What follows belongs to an exercise in optimizing a design on an open flow for small area and a short achievable clock period; a production flow would make more cautious choices. At most, simulation tests tie the RTL to the original design; equivalence was not proved.

== the reference run ==
==> flow/design.v <==
`default_nettype none
package prince_pkg;
    localparam int BLOCK_W     = 64;
    localparam int KEY_W       = 128;
    localparam int NIBBLE_W    = 4;
    localparam int NUM_NIBBLES = 16;
    localparam int HALF_ROUNDS = 5;
    typedef logic [BLOCK_W-1:0] block_t;
    localparam logic [63:0] SR_TABLE     = 64'h05AF49E38D27C16B;
    localparam logic [63:0] SR_INV_TABLE = 64'h0DA741EB852FC963;
    function automatic logic [3:0] sbox4(input logic [3:0] a);
        logic [3:0] y;
        logic f00, f01, f02, f03, f04, f05, f06;
        f06 = (~a[0]&~a[3]);
        f00 = (~a[2]) | (~a[3]);
        y[2] = (~a[1]&~f06) | (~f00);
        f01 = (~a[1]&~a[2]) | (~a[3]&~a[2]);
        y[1] = (~a[1]&~a[0]) | (f01);
        f02 = (~a[2]) | (~a[1]);
        f03 = (~a[3]);
        f04 = (~f03) | (~a[2]);
        f05 = (~a[0]&~f03) | (~f04);
        y[0] = (~a[1]&~f05) | (~a[1]&~f02) | (~a[0]&~f05) | (~f04&~f05) | (~a[0]&~f02) | (~f04&~f02);
        y[3] = (~a[0]&~f01) | (~a[1]&~a[3]);
        sbox4 = y;
    endfunction
    function automatic logic [3:0] sbox4_inv(input logic [3:0] a);
        logic [3:0] y;
        logic i00, i01, i02, i03, i04, i05, i06, i07, i08, i09, i10, i11, i12, i13;
        i13 = (~a[0]&~a[1]&~a[2]);
        i00 = (~a[0]);
        i01 = (~i00) | (~a[3]);
        y[2] = (~i01&~i13) | (~a[1]&~i13);
        i02 = (~a[1]);
        i03 = (~a[2]);
        i04 = (~i00&~i03) | (~i02&~i03);
        i05 = (~i00) | (~a[2]);
        i06 = (~i05) | (~i02) | (~a[3]);
        y[1] = (~a[3]&~i04) | (~i06);
        i07 = (~i03) | (~a[0]);
        i08 = (~i05&~i02) | (~i07&~i02);
        i09 = (~a[1]&~i00) | (~a[2]);
        y[0] = (~a[3]&~i08) | (~i09&~i08);
        i10 = (~i00&~i02) | (~i04);
        i11 = (~a[3]&~i03);
        i12 = (~i13&~i11);
        y[3] = (~i10) | (~i12);
        sbox4_inv = y;
    endfunction
    function automatic logic [BLOCK_W-1:0] s_layer(input logic [BLOCK_W-1:0] b);
        for (int i = 0; i < NUM_NIBBLES; i++)
            s_layer[NIBBLE_W*i +: NIBBLE_W] = sbox4(b[NIBBLE_W*i +: NIBBLE_W]);
    endfunction
    function automatic logic [BLOCK_W-1:0] s_inv_layer(input logic [BLOCK_W-1:0] b);
        for (int i = 0; i < NUM_NIBBLES; i++)
            s_inv_layer[NIBBLE_W*i +: NIBBLE_W] = sbox4_inv(b[NIBBLE_W*i +: NIBBLE_W]);
    endfunction
    function automatic logic [BLOCK_W-1:0] nibble_perm(input logic [BLOCK_W-1:0] b, input logic inv);
        logic [3:0] src;
        for (int i = 0; i < NUM_NIBBLES; i++)
        begin
            src = inv ? SR_INV_TABLE[63-4*i -: 4] : SR_TABLE[63-4*i -: 4];
            nibble_perm[BLOCK_W-1-NIBBLE_W*i -: NIBBLE_W] = b[BLOCK_W-1-NIBBLE_W*src -: NIBBLE_W];
        end
    endfunction
    function automatic logic [BLOCK_W-1:0] shift_rows(input logic [BLOCK_W-1:0] b);
        shift_rows = nibble_perm(b, 1'b0);
    endfunction
    function automatic logic [BLOCK_W-1:0] shift_rows_inv(input logic [BLOCK_W-1:0] b);
        shift_rows_inv = nibble_perm(b, 1'b1);
    endfunction
    function automatic logic [BLOCK_W-1:0] m_prime(input logic [BLOCK_W-1:0] b);
        integer hat;
        integer skip;
        logic [3:0] n0, n1, n2, n3;
        logic [3:0] p01, p23;
        for (int q = 0; q < 4; q++)
        begin
            hat = (q == 1 || q == 2) ? 1 : 0;
            n0 = b[BLOCK_W-1-16*q -: 4];
            n1 = b[BLOCK_W-5-16*q -: 4];
            n2 = b[BLOCK_W-9-16*q -: 4];
            n3 = b[BLOCK_W-13-16*q -: 4];
            p01 = n0 ^ n1;
            p23 = n2 ^ n3;
            for (int row = 0; row < 4; row++)
                for (int p = 0; p < 4; p++)
                begin
                    skip = (p - row - hat + 8) % 4;
                    case (skip)
                        0: m_prime[BLOCK_W-1-16*q-4*row-p] = p23[3-p] ^ n1[3-p];
                        1: m_prime[BLOCK_W-1-16*q-4*row-p] = p23[3-p] ^ n0[3-p];
                        2: m_prime[BLOCK_W-1-16*q-4*row-p] = p01[3-p] ^ n3[3-p];
                        default: m_prime[BLOCK_W-1-16*q-4*row-p] = p01[3-p] ^ n2[3-p];
                    endcase
                end
        end
    endfunction
endpackage
`default_nettype wire
`timescale 1ns/1ps
`default_nettype none
module prince_top
(
    input  wire          clk,
    input  wire          sys_rst,
    input  wire          in_valid,
    input  wire [127:0]  key,
    input  wire [63:0]   plain_text,
    output logic [63:0]  cipher_text,
    output logic         out_valid
);
    localparam int NST = 11;
    logic [NST-1:0] vld;
    always_ff @(posedge clk)
    begin
        if (sys_rst) vld <= '0;
        else         vld <= {vld[NST-2:0], in_valid};
    end
    assign out_valid = vld[NST-1];
    logic [63:0] k0_in, k1_in;
    assign k0_in = key[63:0];
    assign k1_in = key[127:64];
    logic [63:0] kf_w;
    assign kf_w = k1_in ^ {k0_in[0], k0_in[63:1]} ^ {63'b0, k0_in[63]} ^ 64'hc0ac29b7c97c50dd;
    logic [63:0] l0;
    assign l0 = plain_text ^ k0_in ^ k1_in ^ 64'h0000000000000000;
    logic [63:0] l1;
    assign l1 = prince_pkg::s_layer(l0);
    logic [63:0] l2;
    assign l2 = prince_pkg::shift_rows(prince_pkg::m_prime(l1)) ^ k1_in ^ 64'h13198a2e03707344;
    logic [63:0] s1_st;
    logic [63:0] s1_k1, s1_kf;
    always_ff @(posedge clk) begin s1_st <= l2; s1_k1 <= k1_in; s1_kf <= kf_w; end
    logic [63:0] l3;
    assign l3 = prince_pkg::s_layer(s1_st);
    logic [63:0] l4;
    assign l4 = prince_pkg::shift_rows(prince_pkg::m_prime(l3)) ^ s1_k1 ^ 64'ha4093822299f31d0;
    logic [63:0] s2_st;
    logic [63:0] s2_k1, s2_kf;
    always_ff @(posedge clk) begin s2_st <= l4; s2_k1 <= s1_k1; s2_kf <= s1_kf; end
    logic [63:0] l5;
    assign l5 = prince_pkg::s_layer(s2_st);
    logic [63:0] l6;
    assign l6 = prince_pkg::shift_rows(prince_pkg::m_prime(l5)) ^ s2_k1 ^ 64'h082efa98ec4e6c89;
    logic [63:0] s3_st;
    logic [63:0] s3_k1, s3_kf;
    always_ff @(posedge clk) begin s3_st <= l6; s3_k1 <= s2_k1; s3_kf <= s2_kf; end
    logic [63:0] l7;
    assign l7 = prince_pkg::s_layer(s3_st);
    logic [63:0] l8;
    assign l8 = prince_pkg::shift_rows(prince_pkg::m_prime(l7)) ^ s3_k1 ^ 64'h452821e638d01377;
    logic [63:0] s4_st;
    logic [63:0] s4_k1, s4_kf;
    always_ff @(posedge clk) begin s4_st <= l8; s4_k1 <= s3_k1; s4_kf <= s3_kf; end
    logic [63:0] l9;
    assign l9 = prince_pkg::s_layer(s4_st);
    logic [63:0] l10;
    assign l10 = prince_pkg::shift_rows(prince_pkg::m_prime(l9)) ^ s4_k1 ^ 64'hbe5466cf34e90c6c;
    logic [63:0] kl10;
    assign kl10 = prince_pkg::m_prime(prince_pkg::shift_rows_inv(s4_k1));
    logic [63:0] s5_st;
    logic [63:0] s5_k1, s5_kf;
    always_ff @(posedge clk) begin s5_st <= l10; s5_k1 <= kl10; s5_kf <= s4_kf; end
    logic [63:0] l11;
    assign l11 = prince_pkg::s_layer(s5_st);
    logic [63:0] l12;
    assign l12 = prince_pkg::m_prime(l11);
    logic [63:0] l13;
    assign l13 = prince_pkg::s_inv_layer(l12);
    logic [63:0] s6_st;
    logic [63:0] s6_k1, s6_kf;
    always_ff @(posedge clk) begin s6_st <= l13; s6_k1 <= s5_k1; s6_kf <= s5_kf; end
    logic [63:0] l14;
    assign l14 = prince_pkg::m_prime(prince_pkg::shift_rows_inv(s6_st)) ^ s6_k1 ^ prince_pkg::m_prime(prince_pkg::shift_rows_inv(64'h7ef84f78fd955cb1));
    logic [63:0] l15;
    assign l15 = prince_pkg::s_inv_layer(l14);
    logic [63:0] s7_st;
    logic [63:0] s7_k1, s7_kf;
    always_ff @(posedge clk) begin s7_st <= l15; s7_k1 <= s6_k1; s7_kf <= s6_kf; end
    logic [63:0] l16;
    assign l16 = prince_pkg::m_prime(prince_pkg::shift_rows_inv(s7_st)) ^ s7_k1 ^ prince_pkg::m_prime(prince_pkg::shift_rows_inv(64'h85840851f1ac43aa));
    logic [63:0] l17;
    assign l17 = prince_pkg::s_inv_layer(l16);
    logic [63:0] s8_st;
    logic [63:0] s8_k1, s8_kf;
    always_ff @(posedge clk) begin s8_st <= l17; s8_k1 <= s7_k1; s8_kf <= s7_kf; end
    logic [63:0] l18;
    assign l18 = prince_pkg::m_prime(prince_pkg::shift_rows_inv(s8_st)) ^ s8_k1 ^ prince_pkg::m_prime(prince_pkg::shift_rows_inv(64'hc882d32f25323c54));
    logic [63:0] l19;
    assign l19 = prince_pkg::s_inv_layer(l18);
    logic [63:0] s9_st;
    logic [63:0] s9_k1, s9_kf;
    always_ff @(posedge clk) begin s9_st <= l19; s9_k1 <= s8_k1; s9_kf <= s8_kf; end
    logic [63:0] l20;
    assign l20 = prince_pkg::m_prime(prince_pkg::shift_rows_inv(s9_st)) ^ s9_k1 ^ prince_pkg::m_prime(prince_pkg::shift_rows_inv(64'h64a51195e0e3610d));
    logic [63:0] l21;
    assign l21 = prince_pkg::s_inv_layer(l20);
    logic [63:0] s10_st;
    logic [63:0] s10_k1, s10_kf;
    always_ff @(posedge clk) begin s10_st <= l21; s10_k1 <= s9_k1; s10_kf <= s9_kf; end
    logic [63:0] l22;
    assign l22 = prince_pkg::m_prime(prince_pkg::shift_rows_inv(s10_st)) ^ s10_k1 ^ prince_pkg::m_prime(prince_pkg::shift_rows_inv(64'hd3b5a399ca0c2399));
    logic [63:0] l23;
    assign l23 = prince_pkg::s_inv_layer(l22);
    logic [63:0] l24;
    assign l24 = l23 ^ s10_kf;
    logic [63:0] s11_st;
    always_ff @(posedge clk) s11_st <= l24;
    assign cipher_text = s11_st;
endmodule
`default_nettype wire
clock: 3.2 ns
lec_check: 0
cap_margin: 20
core_margin: 2
core_utilization: 40
cts_cluster_diameter: 100
cts_cluster_size: 25
setup_slack_margin: 1.5
slew_margin: 20
standard.sh (not shown) runs the stock make flow with config.mk's settings and CLKGATE_MAP_FILE= SYNTH_SCRIPT=/design/flow/synth_recipe.tcl, a recipe that flattens the netlist after the stock synthesis.
==> flow/flow/run.sh <==
#!/bin/bash
# Own layout flow: the standard layout (standard.sh), with the port buffers that global
# placement inserts on every input and output made with sky130_fd_sc_hd__buf_2 instead of the
# buffer the flow picks by default. Synthesis is the standard one, run unchanged.
set -euo pipefail
bash standard.sh synth > run_synth.log 2>&1
bash standard.sh "BUFFER_PORTS_ARGS=-buffer_cell sky130_fd_sc_hd__buf_2" finish > run_finish.log 2>&1
Inputs modified between the reference run and the trial run:
==> flow/design.v, changed modules only <==
module prince_top
(
    input  wire          clk,
    input  wire          sys_rst,
    input  wire          in_valid,
    input  wire [127:0]  key,
    input  wire [63:0]   plain_text,
    output logic [63:0]  cipher_text,
    output logic         out_valid
);
    localparam int NST = 12;
    logic [NST-1:0] vld;
    always_ff @(posedge clk)
    begin
        if (sys_rst) vld <= '0;
        else         vld <= {vld[NST-2:0], in_valid};
    end
    assign out_valid = vld[NST-1];
    logic [63:0] k0_in, k1_in;
    assign k0_in = key[63:0];
    assign k1_in = key[127:64];
    logic [63:0] kf_w;
    assign kf_w = k1_in ^ {k0_in[0], k0_in[63:1]} ^ {63'b0, k0_in[63]} ^ 64'hc0ac29b7c97c50dd;
    logic [63:0] l0;
    assign l0 = plain_text ^ k0_in ^ k1_in ^ 64'h0000000000000000;
    logic [63:0] l1;
    assign l1 = prince_pkg::s_layer(l0);
    logic [63:0] l2;
    assign l2 = prince_pkg::shift_rows(prince_pkg::m_prime(l1)) ^ k1_in ^ 64'h13198a2e03707344;
    logic [63:0] s1_st;
    logic [63:0] s1_k1, s1_kf;
    always_ff @(posedge clk) begin s1_st <= l2; s1_k1 <= k1_in; s1_kf <= kf_w; end
    logic [63:0] l3;
    assign l3 = prince_pkg::s_layer(s1_st);
    logic [63:0] l4;
    assign l4 = prince_pkg::shift_rows(prince_pkg::m_prime(l3)) ^ s1_k1 ^ 64'ha4093822299f31d0;
    logic [63:0] s2_st;
    logic [63:0] s2_k1, s2_kf;
    always_ff @(posedge clk) begin s2_st <= l4; s2_k1 <= s1_k1; s2_kf <= s1_kf; end
    logic [63:0] l5;
    assign l5 = prince_pkg::s_layer(s2_st);
    logic [63:0] l6;
    assign l6 = prince_pkg::shift_rows(prince_pkg::m_prime(l5)) ^ s2_k1 ^ 64'h082efa98ec4e6c89;
    logic [63:0] s3_st;
    logic [63:0] s3_k1, s3_kf;
    always_ff @(posedge clk) begin s3_st <= l6; s3_k1 <= s2_k1; s3_kf <= s2_kf; end
    logic [63:0] l7;
    assign l7 = prince_pkg::s_layer(s3_st);
    logic [63:0] l8;
    assign l8 = prince_pkg::shift_rows(prince_pkg::m_prime(l7)) ^ s3_k1 ^ 64'h452821e638d01377;
    logic [63:0] s4_st;
    logic [63:0] s4_k1, s4_kf;
    always_ff @(posedge clk) begin s4_st <= l8; s4_k1 <= s3_k1; s4_kf <= s3_kf; end
    logic [63:0] l9;
    assign l9 = prince_pkg::s_layer(s4_st);
    logic [63:0] l10;
    assign l10 = prince_pkg::shift_rows(prince_pkg::m_prime(l9)) ^ s4_k1 ^ 64'hbe5466cf34e90c6c;
    logic [63:0] kl10;
    assign kl10 = prince_pkg::m_prime(prince_pkg::shift_rows_inv(s4_k1));
    logic [63:0] s5_st;
    logic [63:0] s5_k1, s5_kf;
    always_ff @(posedge clk) begin s5_st <= l10; s5_k1 <= kl10; s5_kf <= s4_kf; end
    logic [63:0] l11;
    assign l11 = prince_pkg::s_layer(s5_st);
    logic [63:0] l12;
    assign l12 = prince_pkg::m_prime(l11);
    logic [63:0] s6_st;
    logic [63:0] s6_k1, s6_kf;
    always_ff @(posedge clk) begin s6_st <= l12; s6_k1 <= s5_k1; s6_kf <= s5_kf; end
    logic [63:0] l13;
    assign l13 = prince_pkg::s_inv_layer(s6_st);
    logic [63:0] l14;
    assign l14 = prince_pkg::m_prime(prince_pkg::shift_rows_inv(l13)) ^ s6_k1 ^ prince_pkg::m_prime(prince_pkg::shift_rows_inv(64'h7ef84f78fd955cb1));
    logic [63:0] s7_st;
    logic [63:0] s7_k1, s7_kf;
    always_ff @(posedge clk) begin s7_st <= l14; s7_k1 <= s6_k1; s7_kf <= s6_kf; end
    logic [63:0] l15;
    assign l15 = prince_pkg::s_inv_layer(s7_st);
    logic [63:0] l16;
    assign l16 = prince_pkg::m_prime(prince_pkg::shift_rows_inv(l15)) ^ s7_k1 ^ prince_pkg::m_prime(prince_pkg::shift_rows_inv(64'h85840851f1ac43aa));
    logic [63:0] s8_st;
    logic [63:0] s8_k1, s8_kf;
    always_ff @(posedge clk) begin s8_st <= l16; s8_k1 <= s7_k1; s8_kf <= s7_kf; end
    logic [63:0] l17;
    assign l17 = prince_pkg::s_inv_layer(s8_st);
    logic [63:0] l18;
    assign l18 = prince_pkg::m_prime(prince_pkg::shift_rows_inv(l17)) ^ s8_k1 ^ prince_pkg::m_prime(prince_pkg::shift_rows_inv(64'hc882d32f25323c54));
    logic [63:0] s9_st;
    logic [63:0] s9_k1, s9_kf;
    always_ff @(posedge clk) begin s9_st <= l18; s9_k1 <= s8_k1; s9_kf <= s8_kf; end
    logic [63:0] l19;
    assign l19 = prince_pkg::s_inv_layer(s9_st);
    logic [63:0] l20;
    assign l20 = prince_pkg::m_prime(prince_pkg::shift_rows_inv(l19)) ^ s9_k1 ^ prince_pkg::m_prime(prince_pkg::shift_rows_inv(64'h64a51195e0e3610d));
    logic [63:0] s10_st;
    logic [63:0] s10_k1, s10_kf;
    always_ff @(posedge clk) begin s10_st <= l20; s10_k1 <= s9_k1; s10_kf <= s9_kf; end
    logic [63:0] l21;
    assign l21 = prince_pkg::s_inv_layer(s10_st);
    logic [63:0] l22;
    assign l22 = prince_pkg::m_prime(prince_pkg::shift_rows_inv(l21)) ^ s10_k1 ^ prince_pkg::m_prime(prince_pkg::shift_rows_inv(64'hd3b5a399ca0c2399));
    logic [63:0] s11_st;
    logic [63:0] s11_k1, s11_kf;
    always_ff @(posedge clk) begin s11_st <= l22; s11_k1 <= s10_k1; s11_kf <= s10_kf; end
    logic [63:0] l23;
    assign l23 = prince_pkg::s_inv_layer(s11_st);
    logic [63:0] l24;
    assign l24 = l23 ^ s11_kf;
    logic [63:0] s12_st;
    always_ff @(posedge clk) s12_st <= l24;
    assign cipher_text = s12_st;
endmodule
Findings:
[compare] base=the reference run new=the trial run: total nets after synthesis now sits lower; number of rows in the core area went up by 1.9%; utilization decreased by 5.0 points relative to the old numbers; synthesis-to-layout area growth decreased 12 points.
Looking only at cell area after synthesis, and setting everything else aside, the lower value of the trial run and the reference run goes to the reference run.
For the routed wire length, the trial run came in 5.1% lower than the reference run did.
Function not checked in the reference run: the RTL went through the layout flow alone.

port drivers added, routing unchanged:
No port has a modelled driver above. Below, the same layouts with a new extraction and two added sets of constraints.
Step 1: set_driving_cell puts a clkbuf_16 on clk and a buf_2 on each other input, an assumption about the parent block.
Step 2 adds t to the input delays and takes it off the output delays; t is the mean of the earliest and latest rising clock arrival at the registers after step 1. Input paths then give back, and output paths get back, about the clock's delay inside the block.
Slacks: ideal ports / drivers / drivers and shift; pairs: ideal ports / drivers.
run | t, ns | setup WS [ns] | worst setup path after step 2 | worst register clock-pin slew, ns | worst data-port slew with drivers (ns)
the reference run | 0.821 | 1.196 / 1.154 / 0.795 | input to register | 0.11 / 0.11 | 0.07
the trial run | 0.842 | 1.322 / 1.240 / 0.693 | input to register | 0.11 / 0.11 | 0.11
After both steps setup and hold are still met in every run listed. The setup slack of the trial run, which loses most, moves by -0.082 ns with the drivers and by -0.629 ns with both steps.
